Context: an optimization exercise on an open-source flow, tuned for small area. The choices shown serve that exercise and are no tape-out recipe.
In this exercise RTL edits were held to simulation tests only and were not proved equivalent to the original.
Power and IR drop assume default switching activity.

Setup of job 101:
## actionpoint_unit
module actionpoint_unit
(
   input  wire logic                  clk_debug,
   input  wire logic                  rst_a,
   input  wire logic                  i_en,           
   input  wire logic                  i_actionhalt,   
   input  wire logic                  i_aux_write,
   input  wire logic                  i_aux_read,
   input  wire logic [AUX_ADDR_W-1:0] i_aux_addr,
   input  wire logic [DATA_W-1:0]     i_aux_data,
   input  wire logic                  i_h_write,
   input  wire logic [AUX_ADDR_W-1:0] i_h_addr,
   input  wire logic [DATA_W-1:0]     i_h_data,
   input  wire logic [AUX_ADDR_W-1:0] i_rd_addr,
   input  wire logic [PC_W-1:0]       i_pc,
   input  wire logic                  i_pc_valid,
   input  wire logic [DATA_W-1:0]     i_mem_addr,
   input  wire logic                  i_mload,
   input  wire logic                  i_mstore,
   input  wire logic [DATA_W-1:0]     i_store_data,
   output logic [DATA_W-1:0]          o_rd_data,
   output logic                       o_brk,
   output logic                       o_swi,
   output logic [NUM_APS-1:0]         o_status
);
export LEC_CHECK = 0
export CAP_MARGIN = 20
export CORE_MARGIN = 2
export CORE_UTILIZATION = 40
export SLEW_MARGIN = 20
create_clock -name core_clock -period 10.0 [get_ports {clk_debug}]
standard.sh (not shown) runs the stock make flow with config.mk's settings and CLKGATE_MAP_FILE= SYNTH_SCRIPT=/design/flow/synth_recipe.tcl, a recipe that flattens the netlist after the stock synthesis.
==> flow/flow/run.sh <==
#!/bin/bash
# Own layout flow: the standard flow (standard.sh) with
#  - an area-oriented ABC mapping script in place of ORFS's (everything else
#    in synthesis, including synth_recipe.tcl, is unchanged),
#  - the smallest buffer for the port buffers,
#  - small clock buffers and no dummy loads in CTS.
# Each tool's full output is in the ORFS logs under orfs/logs and in flow_*.log here.
set -euo pipefail
W=$PWD
F=$W/flow
cat > $W/my_synth.tcl <<EOT
proc abc {args} {
  set i [lsearch \$args -script]
  if {\$i >= 0} { lset args [expr {\$i + 1}] $F/area.abc }
  puts "abc with area script: \$args"
  yosys abc {*}\$args
}
source $W/synth_recipe.tcl
EOT
# the platform's don't-use cells, plus the larger buffers and delay cells, so that
# repair_design buffers high-fanout nets with buf_1/buf_2 (CTS uses clkbuf_4)
PLAT_DONT_USE="sky130_fd_sc_hd__probe_p_8 sky130_fd_sc_hd__probec_p_8 sky130_fd_sc_hd__lpflow_bleeder_1 sky130_fd_sc_hd__lpflow_clkbufkapwr_1 sky130_fd_sc_hd__lpflow_clkbufkapwr_16 sky130_fd_sc_hd__lpflow_clkbufkapwr_2 sky130_fd_sc_hd__lpflow_clkbufkapwr_4 sky130_fd_sc_hd__lpflow_clkbufkapwr_8 sky130_fd_sc_hd__lpflow_clkinvkapwr_1 sky130_fd_sc_hd__lpflow_clkinvkapwr_16 sky130_fd_sc_hd__lpflow_clkinvkapwr_2 sky130_fd_sc_hd__lpflow_clkinvkapwr_4 sky130_fd_sc_hd__lpflow_clkinvkapwr_8 sky130_fd_sc_hd__lpflow_decapkapwr_12 sky130_fd_sc_hd__lpflow_decapkapwr_3 sky130_fd_sc_hd__lpflow_decapkapwr_4 sky130_fd_sc_hd__lpflow_decapkapwr_6 sky130_fd_sc_hd__lpflow_decapkapwr_8 sky130_fd_sc_hd__lpflow_inputiso0n_1 sky130_fd_sc_hd__lpflow_inputiso0p_1 sky130_fd_sc_hd__lpflow_inputiso1n_1 sky130_fd_sc_hd__lpflow_inputiso1p_1 sky130_fd_sc_hd__lpflow_inputisolatch_1 sky130_fd_sc_hd__lpflow_isobufsrc_1 sky130_fd_sc_hd__lpflow_isobufsrc_16 sky130_fd_sc_hd__lpflow_isobufsrc_2 sky130_fd_sc_hd__lpflow_isobufsrc_4 sky130_fd_sc_hd__lpflow_isobufsrc_8 sky130_fd_sc_hd__lpflow_isobufsrckapwr_16 sky130_fd_sc_hd__lpflow_lsbuf_lh_hl_isowell_tap_1 sky130_fd_sc_hd__lpflow_lsbuf_lh_hl_isowell_tap_2 sky130_fd_sc_hd__lpflow_lsbuf_lh_hl_isowell_tap_4 sky130_fd_sc_hd__lpflow_lsbuf_lh_isowell_4 sky130_fd_sc_hd__lpflow_lsbuf_lh_isowell_tap_1 sky130_fd_sc_hd__lpflow_lsbuf_lh_isowell_tap_2 sky130_fd_sc_hd__lpflow_lsbuf_lh_isowell_tap_4"
EXTRA_DONT_USE="sky130_fd_sc_hd__buf_4 sky130_fd_sc_hd__buf_6 sky130_fd_sc_hd__buf_8 sky130_fd_sc_hd__buf_12 sky130_fd_sc_hd__buf_16 sky130_fd_sc_hd__bufbuf_8 sky130_fd_sc_hd__bufbuf_16 sky130_fd_sc_hd__clkbuf_8 sky130_fd_sc_hd__clkbuf_16 sky130_fd_sc_hd__clkdlybuf4s15_1 sky130_fd_sc_hd__clkdlybuf4s15_2 sky130_fd_sc_hd__clkdlybuf4s18_1 sky130_fd_sc_hd__clkdlybuf4s18_2 sky130_fd_sc_hd__clkdlybuf4s25_1 sky130_fd_sc_hd__clkdlybuf4s25_2 sky130_fd_sc_hd__clkdlybuf4s50_1 sky130_fd_sc_hd__clkdlybuf4s50_2 sky130_fd_sc_hd__dlygate4sd1_1 sky130_fd_sc_hd__dlygate4sd2_1 sky130_fd_sc_hd__dlygate4sd3_1 sky130_fd_sc_hd__dlymetal6s2s_1 sky130_fd_sc_hd__dlymetal6s4s_1 sky130_fd_sc_hd__dlymetal6s6s_1"
bash standard.sh \
  "DONT_USE_CELLS=$PLAT_DONT_USE $EXTRA_DONT_USE" \
  SYNTH_SCRIPT=$W/my_synth.tcl \
  ABC_AREA=1 \
  "BUFFER_PORTS_ARGS=-buffer_cell sky130_fd_sc_hd__buf_1" \
  "CTS_ARGS=-sink_clustering_enable -sink_clustering_size 8 -sink_clustering_max_diameter 50 -repair_clock_nets -dont_use_dummy_load -buf_list sky130_fd_sc_hd__clkbuf_4" \
  SLEW_MARGIN=5 CAP_MARGIN=5 CORE_UTILIZATION=45 \
  finish > $W/flow_make.log 2>&1
==> flow/flow/area.abc <==
strash
dch -f
amap -F 3 -A 20
topo
--- input diff job 101..job 102 ---
--- a/flow/flow/run.sh
+++ b/flow/flow/run.sh
@@ -28,4 +28,4 @@
   "BUFFER_PORTS_ARGS=-buffer_cell sky130_fd_sc_hd__buf_1" \
   "CTS_ARGS=-sink_clustering_enable -sink_clustering_size 8 -sink_clustering_max_diameter 50 -repair_clock_nets -dont_use_dummy_load -buf_list sky130_fd_sc_hd__clkbuf_4" \
-  SLEW_MARGIN=5 CAP_MARGIN=5 CORE_UTILIZATION=45 \
+  SLEW_MARGIN=10 CAP_MARGIN=10 \
   finish > $W/flow_make.log 2>&1
==> flow/flow/area.abc <==
strash
dc2
dch -f
amap -F 3 -A 20
topo
Results
In summary, job 102 completed successfully, with a layout that passed the timing, DRC and antenna checks.
Between job 101 and job 102, initial standard-cell utilization of the core is higher for job 101, job 102 comes in under that.
Comparing peak supply drop for job 101 and job 102, the bigger number came from job 101.
Post-synthesis cell count (lower): job 101
Looking at minimum setup slack in the final design across both flows, job 102 is the stronger of the two, with job 101 trailing.
> inputs changed (job 102 -> job 103)
==> flow/flow/area.abc <==
strash
dch -f
amap -F 3 -A 20
topo
Looking at top layer used by detailed routing, the met4 result is from job 103; the met5 one comes from job 102. Job 102 → job 103: setup slack saw a decrease; clock share of power saw an increase; minimum clock period picked up an extra 0.31 ns; instance count on the critical path went up by 2; total routed wire length on the met1 layer decreased by about 3% relative to the old numbers. [compare] base=job 102 new=job 103: ratio of routed vias to standard cells up 0.047; final design area excluding fillers down about 0.9%; count of state elements after synthesis flat; power consumption flat. Relative to job 102, total leakage power has decreased by 0.072 nW in job 103.

[afterwards: timing with drivers on the ports]
No port has a modelled driver above. Below, the same layouts with a new extraction and two added sets of constraints. Step 1 assumes that a clkbuf_16 drives the clock port and a buf_2 every other input. Step 2, shift: input delay + t, output delay - t, t = (earliest + latest rising clock arrival at the registers) / 2. This alone moves slack from input paths to output paths. Three values: ideal ports, drivers, drivers and shift; two values: the first two.
| run | shift t [ns] | setup WS [ns] | hold slack, ns | worst setup path at the end | pins driven straight from the clock port |
|---|---|---|---|---|---|
| job 101 | 0.722 | 1.260 / 1.260 / 0.921 | 0.483 / 0.483 / 0.483 | input to register | 1 |
| job 102 | 0.742 | 1.375 / 1.375 / 1.089 | 0.486 / 0.486 / 0.486 | input to register | 1 |
| job 103 | 0.763 | 1.064 / 1.091 / 0.328 | 0.482 / 0.482 / 0.482 | input to register | 1 |
After both steps every run listed still meets setup and hold. For job 103, which loses most, drivers alone change the setup slack by +0.027 ns; drivers and shift together by -0.736 ns.
